This design comes from an exercise in tuning for small area, a short achievable clock period and few clock cycles on the open sky130 flow, not from production work.
At most, simulation tests tie the RTL to the original design; equivalence was not proved.
Power and IR drop assume default switching activity.

old:
==> flow/design.v (excerpt) <==
module text_command_line_parser_top #(
    parameter int MAX_LINE_CHARS = 63
) (
    input  logic        clk,
    input  logic        rst_n,
    input  logic        rx_valid,
    output logic        rx_ready,
    input  logic [7:0]  rx_byte,
    output logic        cmd_valid,
    input  logic        cmd_ready,
    output logic [1:0]  cmd_kind,
    output logic [31:0] pitch_centideg,
    output logic [31:0] turn_rate_hz
);
    localparam int ADD_ARCH = 0;    
    logic       bv;
    logic [7:0] b;
    logic       rdy;
    logic [3:0] st;
    logic [3:0] st_n;
    logic       ended;
    logic       ended_n;
    logic [5:0] cnt;
    logic [5:0] cnt_n;
    logic [31:0] acc;
    logic        neg;
    logic        neg_n;
    logic        ovf;
    logic [1:0]  frac;
    logic [1:0]  frac_n;
    logic [1:0]  scl;
    logic [1:0]  scl_n;
    logic        nstep;
    logic        nstep_n;
    logic        post;        
  ...
export LEC_CHECK = 0
export CAP_MARGIN = 20
export CORE_MARGIN = 2
export CORE_UTILIZATION = 40
export SLEW_MARGIN = 20
create_clock -name core_clock -period 12.0 [get_ports {clk}]
standard.sh (not shown) runs the stock make flow with config.mk's settings and CLKGATE_MAP_FILE= SYNTH_SCRIPT=/design/flow/synth_recipe.tcl, a recipe that flattens the netlist after the stock synthesis.
==> flow/flow/run.sh <==
#!/bin/bash
# Standard ORFS layout (same SDC and clock period). Ports get buf_2 buffers, and
# timing repair aims for setup slack 8.5 ns at the design's period.
set -euo pipefail
bash standard.sh "BUFFER_PORTS_ARGS=-buffer_cell sky130_fd_sc_hd__buf_2" SETUP_SLACK_MARGIN=8.5 CORE_UTILIZATION=60 finish > standard_flow.log 2>&1
Testbench counts of old, summed over its fixed seeds: cycles 40,726.
Input-level comparison between new and old:
-- flow/design.v --
<<< old, line 160
    logic        post;        
    logic        negsel;      
    logic        negsel_b;    
    logic        selS;        
    logic        selT;        
    logic        selS_h;      
    logic        selT_h;
    logic       vld;
    logic       vld_n;
>>> new, line 160
    logic        post;        
    logic        negsel;      
    logic        selS;        
    logic        selT;        
    logic       vld;
    logic       vld_n;
<<< old, line 400
    assign e     = post ? 4'd0 : b[3:0];
    assign add_a = neg_step ? ~acc[30:0] : {acc[27:0], e[2:0]};
    assign add_b = negsel_b ? 31'd0 : {acc[29:0], 1'b0};
    tcp_padd #(
        .N      (31),
>>> new, line 397
    assign e     = post ? 4'd0 : b[3:0];
    assign add_a = neg_step ? ~acc[30:0] : {acc[27:0], e[2:0]};
    assign add_b = neg_step ? 31'd0 : {acc[29:0], 1'b0};
    tcp_padd #(
        .N      (31),
<<< old, line 414
    );
    assign ovf_new = add_c || (|acc[30:28]);
    assign acc_new = {neg_step && !add_c, add_s};
    always_ff @(posedge clk)
    begin
>>> new, line 411
    );
    assign ovf_new = add_c || (|acc[30:28]);
    assign acc_new = {neg_step ? !add_c : add_c, add_s};
    always_ff @(posedge clk)
    begin
<<< old, line 433
        selS <= emit_now ? (emit_kind == 2'd2) : (okind == 2'd2);
        selT <= emit_now ? (emit_kind == 2'd3) : (okind == 2'd3);
        selS_h <= emit_now ? (emit_kind == 2'd2) : selS;
        selT_h <= emit_now ? (emit_kind == 2'd3) : selT;
        negsel   <= post_n && nstep_n && (scl_n == 2'd0);
        negsel_b <= nstep_n && (scl_n == 2'd0);     
        if (rdy)
            b <= rx_byte;
>>> new, line 430
        selS <= emit_now ? (emit_kind == 2'd2) : (okind == 2'd2);
        selT <= emit_now ? (emit_kind == 2'd3) : (okind == 2'd3);
        if (rdy)
            b <= rx_byte;
<<< old, line 452
            nstep <= 1'b0;
            post  <= 1'b0;
            vld   <= 1'b0;
        end
>>> new, line 445
            nstep <= 1'b0;
            post  <= 1'b0;
            negsel <= 1'b0;
            vld   <= 1'b0;
        end
<<< old, line 467
            nstep <= nstep_n;
            post  <= post_n;
            vld   <= vld_n;
        end
>>> new, line 461
            nstep <= nstep_n;
            post  <= post_n;
            negsel <= post_n && nstep_n && (scl_n == 2'd0);
            vld   <= vld_n;
        end
<<< old, line 473
    assign cmd_valid = vld;
    assign cmd_kind  = okind;
    assign pitch_centideg = acc & {{16{selS_h}}, {16{selS}}};
    assign turn_rate_hz   = acc & {{16{selT_h}}, {16{selT}}};
endmodule
>>> new, line 468
    assign cmd_valid = vld;
    assign cmd_kind  = okind;
    assign pitch_centideg = acc & {32{selS}};
    assign turn_rate_hz   = acc & {32{selT}};
endmodule
==> summary.txt <==
- No run among old and new stopped early or left any final violation; all are clean.
- Cell area delta for new relative to old: 1.5% higher
- new: clock-buffer cell count is 1 lower than what old reported.
- On new: met2 layer wire length in the routed design is 14% higher than what old gave.
- Delta (new minus old): power went down 1.3%; sequential cell count went down about 4.3%; total global routing track utilization held; sequential element share of the synthesized area went down 1.3 points.
- Diff old -> new | net count after synthesis | down by a few percent
Function not checked in new: the RTL went through the layout flow alone.

==> separate check: timing with driven ports <==
How much do the figures lean on ideal ports? The routed layouts below were timed once more, with nothing changed but the port constraints. Step 1 sets driving cells, clkbuf_16 on the clock port and buf_2 on the other inputs (assumed; they add their load-dependent delay and slew). Step 2 moves the port delays by t, midway between the first and last clock arrival at a register: inputs arrive t later, outputs are due t later. That takes back most of the time a late clock gives input paths. Slacks: ideal / step 1 / step 2; pairs: ideal / step 1.
| run | t (ns) | slack for setup (ns) | slew at the worst register clock pin (ns) |
|---|---|---|---|
| old | 0.402 | 8.481 / 8.444 / 8.644 | 0.09 / 0.09 |
| new | 0.401 | 8.424 / 8.391 / 8.587 | 0.09 / 0.09 |
After both steps every run listed still meets setup and hold.
